This design comes from an exercise in tuning for small area, a short achievable clock period and few clock cycles per item on the open sky130 flow, not from production work.
The RTL was checked by simulation tests, not by an equivalence proof against the original design.

==> branch onyx <==
## epoch_seconds_to_calendar_unit
module epoch_seconds_to_calendar_unit (
  input  logic                            clk,
  input  logic                            rst_n,
  input  logic                            cfg_wr_en,
  input  logic signed [esc_pkg::TZ_W-1:0] cfg_wr_data,
  input  logic                            in_valid,
  output logic                            in_ready,
  input  logic [esc_pkg::EPOCH_W-1:0]     in_epoch_seconds,
  output logic                            out_valid,
  input  logic                            out_ready,
  output logic                            out_valid_res,
  output logic [5:0]                      out_second,
  output logic [5:0]                      out_minute,
  output logic [4:0]                      out_hour,
  output logic [4:0]                      out_day_of_month,
  output logic [3:0]                      out_month,
  output logic [11:0]                     out_year,
  output logic [2:0]                      out_weekday,
  output logic [8:0]                      out_day_of_year
);
  logic adv;
  ...
export LEC_CHECK = 0
export CAP_MARGIN = 20
export CORE_MARGIN = 2
export CORE_UTILIZATION = 40
export CTS_CLUSTER_DIAMETER = 80
export CTS_CLUSTER_SIZE = 28
export SETUP_SLACK_MARGIN = 4.5
export SLEW_MARGIN = 20
create_clock -name core_clock -period 10.0 [get_ports {clk}]
standard.sh (not shown) runs the stock make flow with config.mk's settings and CLKGATE_MAP_FILE= SYNTH_SCRIPT=/design/flow/synth_recipe.tcl, a recipe that flattens the netlist after the stock synthesis.
==> flow/flow/run.sh <==
#!/bin/bash
set -e
bash standard.sh "BUFFER_PORTS_ARGS=-buffer_cell sky130_fd_sc_hd__buf_1" SETUP_SLACK_MARGIN=5.2 finish > standard.log 2>&1
==> branch willow (differences from branch onyx) <==
--- a/flow/config.mk
+++ b/flow/config.mk
@@ -7,8 +7,9 @@
 export LEC_CHECK = 0
 export CAP_MARGIN = 20
 export CORE_MARGIN = 2
-export CORE_UTILIZATION = 40
+export CORE_UTILIZATION = 55
 export CTS_CLUSTER_DIAMETER = 80
 export CTS_CLUSTER_SIZE = 28
+export PLACE_DENSITY = 0.7
 export SETUP_SLACK_MARGIN = 4.5
 export SLEW_MARGIN = 20
==> comparison <==
Of branch willow and branch onyx, branch onyx has the higher clock skew (gap 0.0064 ns). Of branch willow and branch onyx, branch onyx has the higher worst hold slack (gap 0.0049 ns). Critical path depth is the same in branch onyx and branch willow. Between branch willow and branch onyx, the lower cell area is in branch willow (gap about 1.1%, measured against branch onyx). In flip-flop and latch count, branch onyx and branch willow do not differ.
Testbench counts of branch onyx, summed over its fixed seeds: cycles 2,632, items 2,560.
Testbench counts of branch willow, summed over its fixed seeds: cycles 2,632, items 2,560.

========
==> 10-14 <==
==> flow/design.v <==
`timescale 1ns / 1ps
package esc_pkg;
  localparam int EPOCH_W = 32;
  localparam int TZ_W    = 5;
endpackage
`timescale 1ns / 1ps
module esc_ctrl #(
  parameter int STAGES = 4
) (
  input  logic              clk,
  input  logic              rst_n,
  input  logic              in_valid,
  output logic              in_ready,
  output logic              out_valid,
  input  logic              out_ready,
  output logic              adv          
);
  logic [STAGES-1:0] v_r;
  assign out_valid = v_r[STAGES-1];
  assign adv       = !v_r[STAGES-1] || out_ready;
  assign in_ready  = adv;
  always_ff @(posedge clk) begin
    if (!rst_n) begin
      v_r <= '0;
    end else if (adv) begin
      v_r <= {v_r[STAGES-2:0], in_valid};
    end
  end
endmodule
`timescale 1ns / 1ps
module esc_datapath (
  input  logic                            clk,
  input  logic                            rst_n,
  input  logic                            cfg_wr_en,
  input  logic signed [esc_pkg::TZ_W-1:0] cfg_wr_data,
  input  logic [esc_pkg::EPOCH_W-1:0]     in_epoch_seconds,
  input  logic                            adv,
  output logic                            out_valid_res,
  output logic [5:0]                      out_second,
  output logic [5:0]                      out_minute,
  output logic [4:0]                      out_hour,
  output logic [4:0]                      out_day_of_month,
  output logic [3:0]                      out_month,
  output logic [11:0]                     out_year,
  output logic [2:0]                      out_weekday,
  output logic [8:0]                      out_day_of_year
);
  localparam logic signed [esc_pkg::TZ_W-1:0] TZ_RESET = 5'sd3;
  localparam logic [31:0] SEC_DAY1     = 32'd86400;         
  localparam logic [31:0] SEC_2100_FEB = 32'd4107456000;    
  localparam logic [31:0] SEC_2100_MAR = 32'd4107542400;    
  localparam logic [31:0] SEC_2100_MR2 = 32'd4107628800;    
  function automatic logic [7:0] cell15(input logic [3:0] r, input logic [3:0] e);
    logic [4:0] t;
    logic       w;
    t = {1'b0, r} + {1'b0, e};
    w = t[4] | (&t[3:0]);
    cell15 = {t[3:0] + {3'b000, w}, r + {3'b000, w}};
  endfunction
  function automatic logic [3:0] cell3(input logic [1:0] r, input logic [1:0] e);
    logic [3:0] v;
    v = {r, e};
    cell3[3] = (v[3] & !v[1] & !v[0]) |
        (v[2] & !v[1] & v[0]) |
        (v[3] & v[1] & v[0]) |
        (!v[3] & !v[2] & v[1] & !v[0]);
    cell3[2] = (v[2] & !v[1] & !v[0]) |
        (v[3] & v[1] & !v[0]) |
        (v[2] & v[1] & v[0]) |
        (!v[3] & !v[2] & !v[1] & v[0]);
    cell3[1] = (v[3]) |
        (v[2] & v[1]);
    cell3[0] = (v[3] & v[1]) |
        (v[2] & !v[1]) |
        (v[3] & v[0]) |
        (!v[2] & v[1] & v[0]);
  endfunction
  function automatic logic [8:0] mstart(input logic [3:0] m);
    case (m)
      4'd0:    mstart = 9'd0;
      4'd1:    mstart = 9'd31;
      4'd2:    mstart = 9'd61;
      4'd3:    mstart = 9'd92;
      4'd4:    mstart = 9'd122;
      4'd5:    mstart = 9'd153;
      4'd6:    mstart = 9'd184;
      4'd7:    mstart = 9'd214;
      4'd8:    mstart = 9'd245;
      4'd9:    mstart = 9'd275;
      4'd10:   mstart = 9'd306;
      default: mstart = 9'd337;
    endcase
  endfunction
  logic signed [esc_pkg::TZ_W-1:0] tz_r;
  always_ff @(posedge clk) begin
    if (!rst_n) begin
      tz_r <= TZ_RESET;
    end else if (cfg_wr_en) begin
      tz_r <= cfg_wr_data;
    end
  end
  logic [7:0] c0_w;
  logic [1:0] cz_w;
  assign c0_w = cell15(4'd0, in_epoch_seconds[31:28]);
  assign cz_w = (in_epoch_seconds >= SEC_2100_MR2) ? 2'd3 :
                (in_epoch_seconds >= SEC_2100_MAR) ? 2'd2 :
                (in_epoch_seconds >= SEC_2100_FEB) ? 2'd1 : 2'd0;
  logic [23:0] s0_a;      
  logic [3:0]  s0_r1;     
  logic        s0_r2;     
  logic [3:0]  s0_lo;
  logic [4:0]  s0_tz;
  logic        s0_z;      
  logic [1:0]  s0_cz;     
  always_ff @(posedge clk) begin
    if (adv) begin
      s0_a  <= in_epoch_seconds[27:4];
      s0_r1 <= c0_w[7:4];
      s0_r2 <= c0_w[0];
      s0_lo <= in_epoch_seconds[3:0];
      s0_tz <= tz_r;
      s0_z  <= (in_epoch_seconds < SEC_DAY1);
      s0_cz <= cz_w;
    end
  end
  logic [7:0] c15_w, c14_w, c13_w, c25_w, c24_w;
  assign c15_w = cell15(s0_r1, s0_a[23:20]);
  assign c14_w = cell15(c15_w[7:4], s0_a[19:16]);
  assign c13_w = cell15(c14_w[7:4], s0_a[15:12]);
  assign c25_w = cell15({3'b000, s0_r2}, c15_w[3:0]);
  assign c24_w = cell15(c25_w[7:4], c14_w[3:0]);
  logic [11:0] s1_a;      
  logic [3:0]  s1_r1;
  logic [3:0]  s1_q1;     
  logic [3:0]  s1_r2;
  logic [4:0]  s1_q2;     
  logic [3:0]  s1_lo;
  logic [4:0]  s1_tz;
  logic        s1_z;
  logic [1:0]  s1_cz;
  always_ff @(posedge clk) begin
    if (adv) begin
      s1_a  <= s0_a[11:0];
      s1_r1 <= c13_w[7:4];
      s1_q1 <= c13_w[3:0];
      s1_r2 <= c24_w[7:4];
      s1_q2 <= {c25_w[0], c24_w[3:0]};
      s1_lo <= s0_lo;
      s1_tz <= s0_tz;
      s1_z  <= s0_z;
      s1_cz <= s0_cz;
    end
  end
  logic [7:0]  c12_w, c11_w, c10_w, c23_w, c22_w, c21_w;
  logic [21:8] h0hi_w;
  logic [1:0]  r3a [4:11];
  logic [21:8] q3hi_w;
  assign c12_w = cell15(s1_r1, s1_a[11:8]);
  assign c11_w = cell15(c12_w[7:4], s1_a[7:4]);
  assign c10_w = cell15(c11_w[7:4], s1_a[3:0]);
  assign c23_w = cell15(s1_r2, s1_q1);
  assign c22_w = cell15(c23_w[7:4], c12_w[3:0]);
  assign c21_w = cell15(c22_w[7:4], c11_w[3:0]);
  assign h0hi_w = {1'b0, s1_q2, c23_w[3:0], c22_w[3:0]};
  always_comb begin
    r3a[11] = 2'd0;
    for (int k = 10; k >= 4; k--) {r3a[k], q3hi_w[2*k +: 2]} = cell3(r3a[k+1], h0hi_w[2*k +: 2]);
  end
  logic [3:0]  s2_q1;     
  logic [3:0]  s2_r2;
  logic [3:0]  s2_q2;     
  logic [1:0]  s2_r3;
  logic [10:0] s2_q3;     
  logic [3:0]  s2_r1;
  logic [3:0]  s2_lo;
  logic [4:0]  s2_tz;
  logic        s2_z;
  logic [1:0]  s2_cz;
  always_ff @(posedge clk) begin
    if (adv) begin
      s2_q1 <= c10_w[3:0];
      s2_r2 <= c21_w[7:4];
      s2_q2 <= c21_w[3:0];
      s2_r3 <= r3a[4];
      s2_q3 <= q3hi_w[18:8];
      s2_r1 <= c10_w[7:4];
      s2_lo <= s1_lo;
      s2_tz <= s1_tz;
      s2_z  <= s1_z;
      s2_cz <= s1_cz;
    end
  end
  logic [7:0]  c20_w;
  logic [7:0]  h0lo_w;
  logic [1:0]  r3b [0:4];
  logic [7:0]  q3lo_w;
  logic [4:0]  hod_w;
  logic signed [6:0] h_w;
  logic        up_w;
  logic        dn_w;
  logic [4:0]  hour_w;
  logic [5:0]  x_w;
  logic [1:0]  mlo_w;
  logic [3:0]  xr_w;
  logic        c_w;
  assign c20_w  = cell15(s2_r2, s2_q1);
  assign h0lo_w = {s2_q2, c20_w[3:0]};
  always_comb begin
    r3b[4] = s2_r3;
    for (int k = 3; k >= 0; k--) {r3b[k], q3lo_w[2*k +: 2]} = cell3(r3b[k+1], h0lo_w[2*k +: 2]);
  end
  logic [3:0] lm3a_w, lm3b_w, k_w;
  assign lm3a_w = cell3(2'd0, {1'b0, c20_w[2]});
  assign lm3b_w = cell3(lm3a_w[3:2], c20_w[1:0]);              
  assign k_w    = cell3({r3b[0][0], r3b[0][1]}, lm3b_w[3:2]);   
  assign hod_w  = {k_w[3:2], c20_w[2:0]};
  assign h_w    = 7'(hod_w) + 7'(signed'(s2_tz));
  assign up_w   = (h_w >= 7'sd24);
  assign dn_w   = h_w[6];
  assign hour_w = up_w ? 5'(h_w - 7'sd24) : dn_w ? 5'(h_w + 7'sd24) : 5'(h_w);
  assign x_w   = {s2_r1, s2_lo[3:2]};
  assign mlo_w = 2'(x_w / 6'd15);
  assign xr_w  = 4'(x_w % 6'd15);
  assign c_w = (s2_cz == 2'd3) || (s2_cz == 2'd2 && !dn_w) || (s2_cz == 2'd1 && up_w);
  logic [15:0] s3_d0;
  logic        s3_up;
  logic        s3_dn;
  logic        s3_c;
  logic [4:0]  s3_hour;
  logic        s3_neg;
  logic [5:0]  s3_min;
  logic [5:0]  s3_sec;
  always_ff @(posedge clk) begin
    if (adv) begin
      s3_d0   <= {s2_q3, q3lo_w[7:3]};
      s3_up   <= up_w;
      s3_dn   <= dn_w;
      s3_c    <= c_w;
      s3_hour <= hour_w;
      s3_neg  <= dn_w && s2_z;
      s3_min  <= {c20_w[7:4], mlo_w};
      s3_sec  <= {xr_w, s2_lo[1:0]};
    end
  end
  logic [20:0] ybias_w;
  logic [20:0] p_w;
  logic [5:0]  ws_w;
  logic [3:0]  ws2_w;
  logic [2:0]  wd_w;
  always_comb begin
    case ({s3_c, s3_up, s3_dn})
      3'b001:  ybias_w = 21'd15045;
      3'b010:  ybias_w = 21'd15089;
      3'b101:  ybias_w = 21'd15066;
      3'b100:  ybias_w = 21'd15089;
      3'b110:  ybias_w = 21'd15111;
      default: ybias_w = 21'd15067;
    endcase
  end
  assign p_w = 21'({s3_d0, 5'd0}) - 21'({s3_d0, 3'd0}) - 21'({s3_d0, 1'b0})
             + 21'(s3_d0[15:1]) - 21'(s3_d0[15:4]) - 21'(s3_d0[15:7])
             - 21'(s3_d0[15:10]) - 21'(s3_d0[15:12]) + ybias_w;
  assign ws_w  = 6'(s3_d0[2:0]) + 6'(s3_d0[5:3]) + 6'(s3_d0[8:6]) + 6'(s3_d0[11:9])
               + 6'(s3_d0[14:12]) + 6'(s3_d0[15]) + 6'd4 + 6'(s3_up) - 6'(s3_dn);
  assign ws2_w = 4'(ws_w[2:0]) + 4'(ws_w[5:3]);
  assign wd_w  = (ws2_w >= 4'd7) ? 3'(ws2_w - 4'd7) : ws2_w[2:0];
  logic [7:0]  s4_y;
  logic [8:0]  s4_d;      
  logic [2:0]  s4_wd;
  logic [4:0]  s4_hour;
  logic        s4_neg;
  logic [5:0]  s4_min;
  logic [5:0]  s4_sec;
  always_ff @(posedge clk) begin
    if (adv) begin
      s4_y    <= p_w[20:13];
      s4_d    <= s3_d0[8:0] + 9'(s3_up) - 9'(s3_dn) + 9'(s3_c);
      s4_wd   <= wd_w;
      s4_hour <= s3_hour;
      s4_neg  <= s3_neg;
      s4_min  <= s3_min;
      s4_sec  <= s3_sec;
    end
  end
  logic [8:0]  dm_w;
  logic [3:0]  mp_w;
  assign dm_w = s4_d + 9'd159 + 9'({s4_y, 7'd0}) + 9'({s4_y, 4'd0}) + 9'({s4_y, 1'b0})
              + 9'(s4_y) - 9'(s4_y[7:2]);
  always_comb begin
    mp_w = 4'd0;
    for (int m = 1; m < 12; m++) begin
      if (dm_w >= mstart(4'(m))) mp_w = 4'(m);
    end
  end
  logic [7:0]  s5_y;
  logic [8:0]  s5_dm;
  logic [3:0]  s5_mp;
  logic [2:0]  s5_wd;
  logic [4:0]  s5_hour;
  logic        s5_neg;
  logic [5:0]  s5_min;
  logic [5:0]  s5_sec;
  always_ff @(posedge clk) begin
    if (adv) begin
      s5_y    <= s4_y;
      s5_dm   <= dm_w;
      s5_mp   <= mp_w;
      s5_wd   <= s4_wd;
      s5_hour <= s4_hour;
      s5_neg  <= s4_neg;
      s5_min  <= s4_min;
      s5_sec  <= s4_sec;
    end
  end
  logic        j_w;
  logic        leap_w;
  assign j_w    = (s5_mp >= 4'd10);
  assign leap_w = (s5_y[1:0] == 2'b00) && (s5_y[7:2] != 6'd33);
  assign out_valid_res    = !s5_neg;
  assign out_second       = s5_neg ? 6'd0  : s5_sec;
  assign out_minute       = s5_neg ? 6'd0  : s5_min;
  assign out_hour         = s5_neg ? 5'd0  : s5_hour;
  assign out_day_of_month = s5_neg ? 5'd0  : 5'(s5_dm - mstart(s5_mp)) + 5'd1;
  assign out_month        = s5_neg ? 4'd0  : j_w ? s5_mp - 4'd10 : s5_mp + 4'd2;
  assign out_year         = s5_neg ? 12'd0 : 12'd1968 + 12'(s5_y) + 12'(j_w);
  assign out_weekday      = s5_neg ? 3'd0  : s5_wd;
  assign out_day_of_year  = s5_neg ? 9'd0  : j_w ? s5_dm - 9'd306 : s5_dm + 9'd59 + 9'(leap_w);
endmodule
`timescale 1ns / 1ps
module epoch_seconds_to_calendar_unit (
  input  logic                            clk,
  input  logic                            rst_n,
  input  logic                            cfg_wr_en,
  input  logic signed [esc_pkg::TZ_W-1:0] cfg_wr_data,
  input  logic                            in_valid,
  output logic                            in_ready,
  input  logic [esc_pkg::EPOCH_W-1:0]     in_epoch_seconds,
  output logic                            out_valid,
  input  logic                            out_ready,
  output logic                            out_valid_res,
  output logic [5:0]                      out_second,
  output logic [5:0]                      out_minute,
  output logic [4:0]                      out_hour,
  output logic [4:0]                      out_day_of_month,
  output logic [3:0]                      out_month,
  output logic [11:0]                     out_year,
  output logic [2:0]                      out_weekday,
  output logic [8:0]                      out_day_of_year
);
  logic adv;
  esc_ctrl #(.STAGES(6)) u_ctrl (
    .clk       (clk),
    .rst_n     (rst_n),
    .in_valid  (in_valid),
    .in_ready  (in_ready),
    .out_valid (out_valid),
    .out_ready (out_ready),
    .adv       (adv)
  );
  esc_datapath u_datapath (
    .clk              (clk),
    .rst_n            (rst_n),
    .cfg_wr_en        (cfg_wr_en),
    .cfg_wr_data      (cfg_wr_data),
    .in_epoch_seconds (in_epoch_seconds),
    .adv              (adv),
    .out_valid_res    (out_valid_res),
    .out_second       (out_second),
    .out_minute       (out_minute),
    .out_hour         (out_hour),
    .out_day_of_month (out_day_of_month),
    .out_month        (out_month),
    .out_year         (out_year),
    .out_weekday      (out_weekday),
    .out_day_of_year  (out_day_of_year)
  );
endmodule
==> flow/run.sh <==
#!/bin/bash
# synth_recipe.tcl (not shown) runs the flow's synth.tcl, then flattens the netlist and writes it again
# the make line also repeats each setting of config.mk as NAME=value (left out here)
make -C /OpenROAD-flow-scripts/flow DESIGN_CONFIG=/design/flow/config.mk WORK_HOME=/design/flow/orfs CLKGATE_MAP_FILE= SYNTH_SCRIPT=/design/flow/synth_recipe.tcl finish
==> flow/config.mk <==
export PLATFORM = sky130hd
export DESIGN_NAME = epoch_seconds_to_calendar_unit
export DESIGN_NICKNAME = epoch_seconds_to_calendar_unit
export VERILOG_FILES = /design/flow/design.v
export SDC_FILE = /design/flow/constraint.sdc
export NUM_CORES = 4
export LEC_CHECK = 0
export CAP_MARGIN = 20
export CORE_MARGIN = 2
export CORE_UTILIZATION = 40
export SETUP_SLACK_MARGIN = 4.5
export SLEW_MARGIN = 20
==> flow/constraint.sdc <==
create_clock -name core_clock -period 10.0 [get_ports {clk}]
set_input_delay 2.0000 -clock core_clock [delete_from_list [all_inputs] [get_ports {clk}]]
set_output_delay 2.0000 -clock core_clock [all_outputs]
set_load 0.01 [all_outputs]
==> 10-01 (differences from 10-14) <==
--- a/flow/design.v
+++ b/flow/design.v
@@ -48,6 +48,3 @@
   localparam logic signed [esc_pkg::TZ_W-1:0] TZ_RESET = 5'sd3;
-  localparam logic [31:0] SEC_DAY1     = 32'd86400;         
-  localparam logic [31:0] SEC_2100_FEB = 32'd4107456000;    
-  localparam logic [31:0] SEC_2100_MAR = 32'd4107542400;    
-  localparam logic [31:0] SEC_2100_MR2 = 32'd4107628800;    
+  localparam logic [15:0] DAY_2100_MAR = 16'd47541;
   function automatic logic [7:0] cell15(input logic [3:0] r, input logic [3:0] e);
@@ -102,7 +99,3 @@
   logic [7:0] c0_w;
-  logic [1:0] cz_w;
   assign c0_w = cell15(4'd0, in_epoch_seconds[31:28]);
-  assign cz_w = (in_epoch_seconds >= SEC_2100_MR2) ? 2'd3 :
-                (in_epoch_seconds >= SEC_2100_MAR) ? 2'd2 :
-                (in_epoch_seconds >= SEC_2100_FEB) ? 2'd1 : 2'd0;
   logic [23:0] s0_a;      
@@ -112,4 +105,2 @@
   logic [4:0]  s0_tz;
-  logic        s0_z;      
-  logic [1:0]  s0_cz;     
   always_ff @(posedge clk) begin
@@ -121,4 +112,2 @@
       s0_tz <= tz_r;
-      s0_z  <= (in_epoch_seconds < SEC_DAY1);
-      s0_cz <= cz_w;
     end
@@ -138,4 +127,2 @@
   logic [4:0]  s1_tz;
-  logic        s1_z;
-  logic [1:0]  s1_cz;
   always_ff @(posedge clk) begin
@@ -149,4 +136,2 @@
       s1_tz <= s0_tz;
-      s1_z  <= s0_z;
-      s1_cz <= s0_cz;
     end
@@ -176,4 +161,2 @@
   logic [4:0]  s2_tz;
-  logic        s2_z;
-  logic [1:0]  s2_cz;
   always_ff @(posedge clk) begin
@@ -188,4 +171,2 @@
       s2_tz <= s1_tz;
-      s2_z  <= s1_z;
-      s2_cz <= s1_cz;
     end
@@ -223,3 +204,6 @@
   assign xr_w  = 4'(x_w % 6'd15);
-  assign c_w = (s2_cz == 2'd3) || (s2_cz == 2'd2 && !dn_w) || (s2_cz == 2'd1 && up_w);
+  logic [15:0] d0_w;
+  assign d0_w = {s2_q3, q3lo_w[7:3]};
+  assign c_w  = (d0_w >= DAY_2100_MAR + 16'd1) || (d0_w == DAY_2100_MAR && !dn_w) ||
+                (d0_w == DAY_2100_MAR - 16'd1 && up_w);
   logic [15:0] s3_d0;
@@ -234,3 +218,3 @@
     if (adv) begin
-      s3_d0   <= {s2_q3, q3lo_w[7:3]};
+      s3_d0   <= d0_w;
       s3_up   <= up_w;
@@ -239,3 +223,3 @@
       s3_hour <= hour_w;
-      s3_neg  <= dn_w && s2_z;
+      s3_neg  <= dn_w && (d0_w == 16'd0);
       s3_min  <= {c20_w[7:4], mlo_w};
==> flow/flow/run.sh (new file) <==
#!/bin/bash
set -e
bash standard.sh SETUP_SLACK_MARGIN=5.5 finish > standard.log 2>&1
==> flow/standard.sh (new file) <==
#!/bin/bash
# synth_recipe.tcl (not shown) runs the flow's synth.tcl, then flattens the netlist and writes it again
# the make line also repeats each setting of config.mk as NAME=value (left out here)
make -C /OpenROAD-flow-scripts/flow DESIGN_CONFIG=/design/flow/config.mk WORK_HOME=/design/flow/orfs CLKGATE_MAP_FILE= SYNTH_SCRIPT=/design/flow/synth_recipe.tcl "${@:-finish}"
removed: flow/run.sh
==> 03-08 (differences from 10-14) <==
--- a/flow/design.v
+++ b/flow/design.v
@@ -48,6 +48,3 @@
   localparam logic signed [esc_pkg::TZ_W-1:0] TZ_RESET = 5'sd3;
-  localparam logic [31:0] SEC_DAY1     = 32'd86400;         
-  localparam logic [31:0] SEC_2100_FEB = 32'd4107456000;    
-  localparam logic [31:0] SEC_2100_MAR = 32'd4107542400;    
-  localparam logic [31:0] SEC_2100_MR2 = 32'd4107628800;    
+  localparam logic [15:0] DAY_2100_MAR = 16'd47541;
   function automatic logic [7:0] cell15(input logic [3:0] r, input logic [3:0] e);
@@ -102,7 +99,3 @@
   logic [7:0] c0_w;
-  logic [1:0] cz_w;
   assign c0_w = cell15(4'd0, in_epoch_seconds[31:28]);
-  assign cz_w = (in_epoch_seconds >= SEC_2100_MR2) ? 2'd3 :
-                (in_epoch_seconds >= SEC_2100_MAR) ? 2'd2 :
-                (in_epoch_seconds >= SEC_2100_FEB) ? 2'd1 : 2'd0;
   logic [23:0] s0_a;      
@@ -112,4 +105,2 @@
   logic [4:0]  s0_tz;
-  logic        s0_z;      
-  logic [1:0]  s0_cz;     
   always_ff @(posedge clk) begin
@@ -121,4 +112,2 @@
       s0_tz <= tz_r;
-      s0_z  <= (in_epoch_seconds < SEC_DAY1);
-      s0_cz <= cz_w;
     end
@@ -138,4 +127,2 @@
   logic [4:0]  s1_tz;
-  logic        s1_z;
-  logic [1:0]  s1_cz;
   always_ff @(posedge clk) begin
@@ -149,4 +136,2 @@
       s1_tz <= s0_tz;
-      s1_z  <= s0_z;
-      s1_cz <= s0_cz;
     end
@@ -176,4 +161,2 @@
   logic [4:0]  s2_tz;
-  logic        s2_z;
-  logic [1:0]  s2_cz;
   always_ff @(posedge clk) begin
@@ -188,4 +171,2 @@
       s2_tz <= s1_tz;
-      s2_z  <= s1_z;
-      s2_cz <= s1_cz;
     end
@@ -223,3 +204,6 @@
   assign xr_w  = 4'(x_w % 6'd15);
-  assign c_w = (s2_cz == 2'd3) || (s2_cz == 2'd2 && !dn_w) || (s2_cz == 2'd1 && up_w);
+  logic [15:0] d0_w;
+  assign d0_w = {s2_q3, q3lo_w[7:3]};
+  assign c_w  = (d0_w >= DAY_2100_MAR + 16'd1) || (d0_w == DAY_2100_MAR && !dn_w) ||
+                (d0_w == DAY_2100_MAR - 16'd1 && up_w);
   logic [15:0] s3_d0;
@@ -234,3 +218,3 @@
     if (adv) begin
-      s3_d0   <= {s2_q3, q3lo_w[7:3]};
+      s3_d0   <= d0_w;
       s3_up   <= up_w;
@@ -239,3 +223,3 @@
       s3_hour <= hour_w;
-      s3_neg  <= dn_w && s2_z;
+      s3_neg  <= dn_w && (d0_w == 16'd0);
       s3_min  <= {c20_w[7:4], mlo_w};
--- a/flow/config.mk
+++ b/flow/config.mk
@@ -9,3 +9,4 @@
 export CORE_MARGIN = 2
-export CORE_UTILIZATION = 40
+export CORE_UTILIZATION = 60
+export PLACE_DENSITY = 0.75
 export SETUP_SLACK_MARGIN = 4.5
==> comparison table <==
quantity	10-14	03-08	10-01
Reg2reg start	u_datapath.s1_r1[0]	u_datapath.s1_r1[1]	u_datapath.s3_dn
Total of clock buffers placed in the layout	33	31	33
Simple-gate area share of the yosys netlist	9.44%	8.79%	8.79%
Post-Synthesis Cells	1608	1539	1539
Maximum operating frequency	184 MHz	186 MHz	196 MHz
Number of tap cells added at floorplan	600	390	592
Area share of buffers outside the clock network	5.53%	5.47%	9.75%
Logic depth of the worst path, buffers included	4	25	21
Average wire per cell in the routed design	14.0 µm	15.4 µm	14.6 µm
Instance area after placement	0.0201 mm²	0.0192 mm²	0.0202 mm²
Count of nets after finishing	2103	2023	2185
First DRT Iteration DRCs	358	548	499
Count of different cell masters after synthesis	84	79	79
Result of the run	finished clean	finished clean	finished clean
Number of global-route vias before repair	11858	11473	12329
Multi-input gate count	1124	1072	1072
DR WL met3	1070 µm	1320 µm	1130 µm
Maximum cell stage delay along the critical path	490 ps	430 ps	460 ps
RSZ-0062 raised after global routing	no	no	yes
Netlist area before placement	0.0185 mm²	0.0178 mm²	0.0178 mm²
Number of register bits inferred by synthesis	251	242	242
Final critical-path setup slack	4560 ps	4630 ps	4890 ps
Testbench counts of 10-14, summed over its fixed seeds: cycles 2,632, items 2,560.
Testbench counts of 10-01, summed over its fixed seeds: cycles 2,632, items 2,560.
Testbench counts of 03-08, summed over its fixed seeds: cycles 2,632, items 2,560.

## what the ideal ports hide
The results above use ideal ports. As a check the final layouts listed here were re-extracted and re-timed, cells and wires unchanged. Step 1 (the two cells are an assumption about what drives the block):
set clk [get_ports {clk}]
set_driving_cell -lib_cell sky130_fd_sc_hd__clkbuf_16 $clk
set_driving_cell -lib_cell sky130_fd_sc_hd__buf_2 [delete_from_list [all_inputs] $clk]
Step 2 moves the port delays by t, midway between the first and last clock arrival at a register: inputs arrive t later, outputs are due t later. That takes back most of the time a late clock gives input paths. Three values: no drivers, after step 1, after step 2; two values: the first two.
run | shift t [ns] | slack for setup (ns) | worst data-port slew with drivers (ns)
branch onyx | 0.554 | 5.203 / 5.148 / 5.274 | 0.05
branch willow | 0.540 | 5.249 / 5.200 / 5.277 | 0.04
10-14 | 0.613 | 4.557 / 4.533 / 4.533 | 0.05
10-01 | 0.595 | 4.894 / 4.894 / 4.894 | 0.04
03-08 | 0.585 | 4.630 / 4.622 / 4.623 | 0.04
After both steps every run listed still meets setup and hold. For 10-14, which loses most, drivers alone change the setup slack by -0.024 ns; drivers and shift together by -0.024 ns.
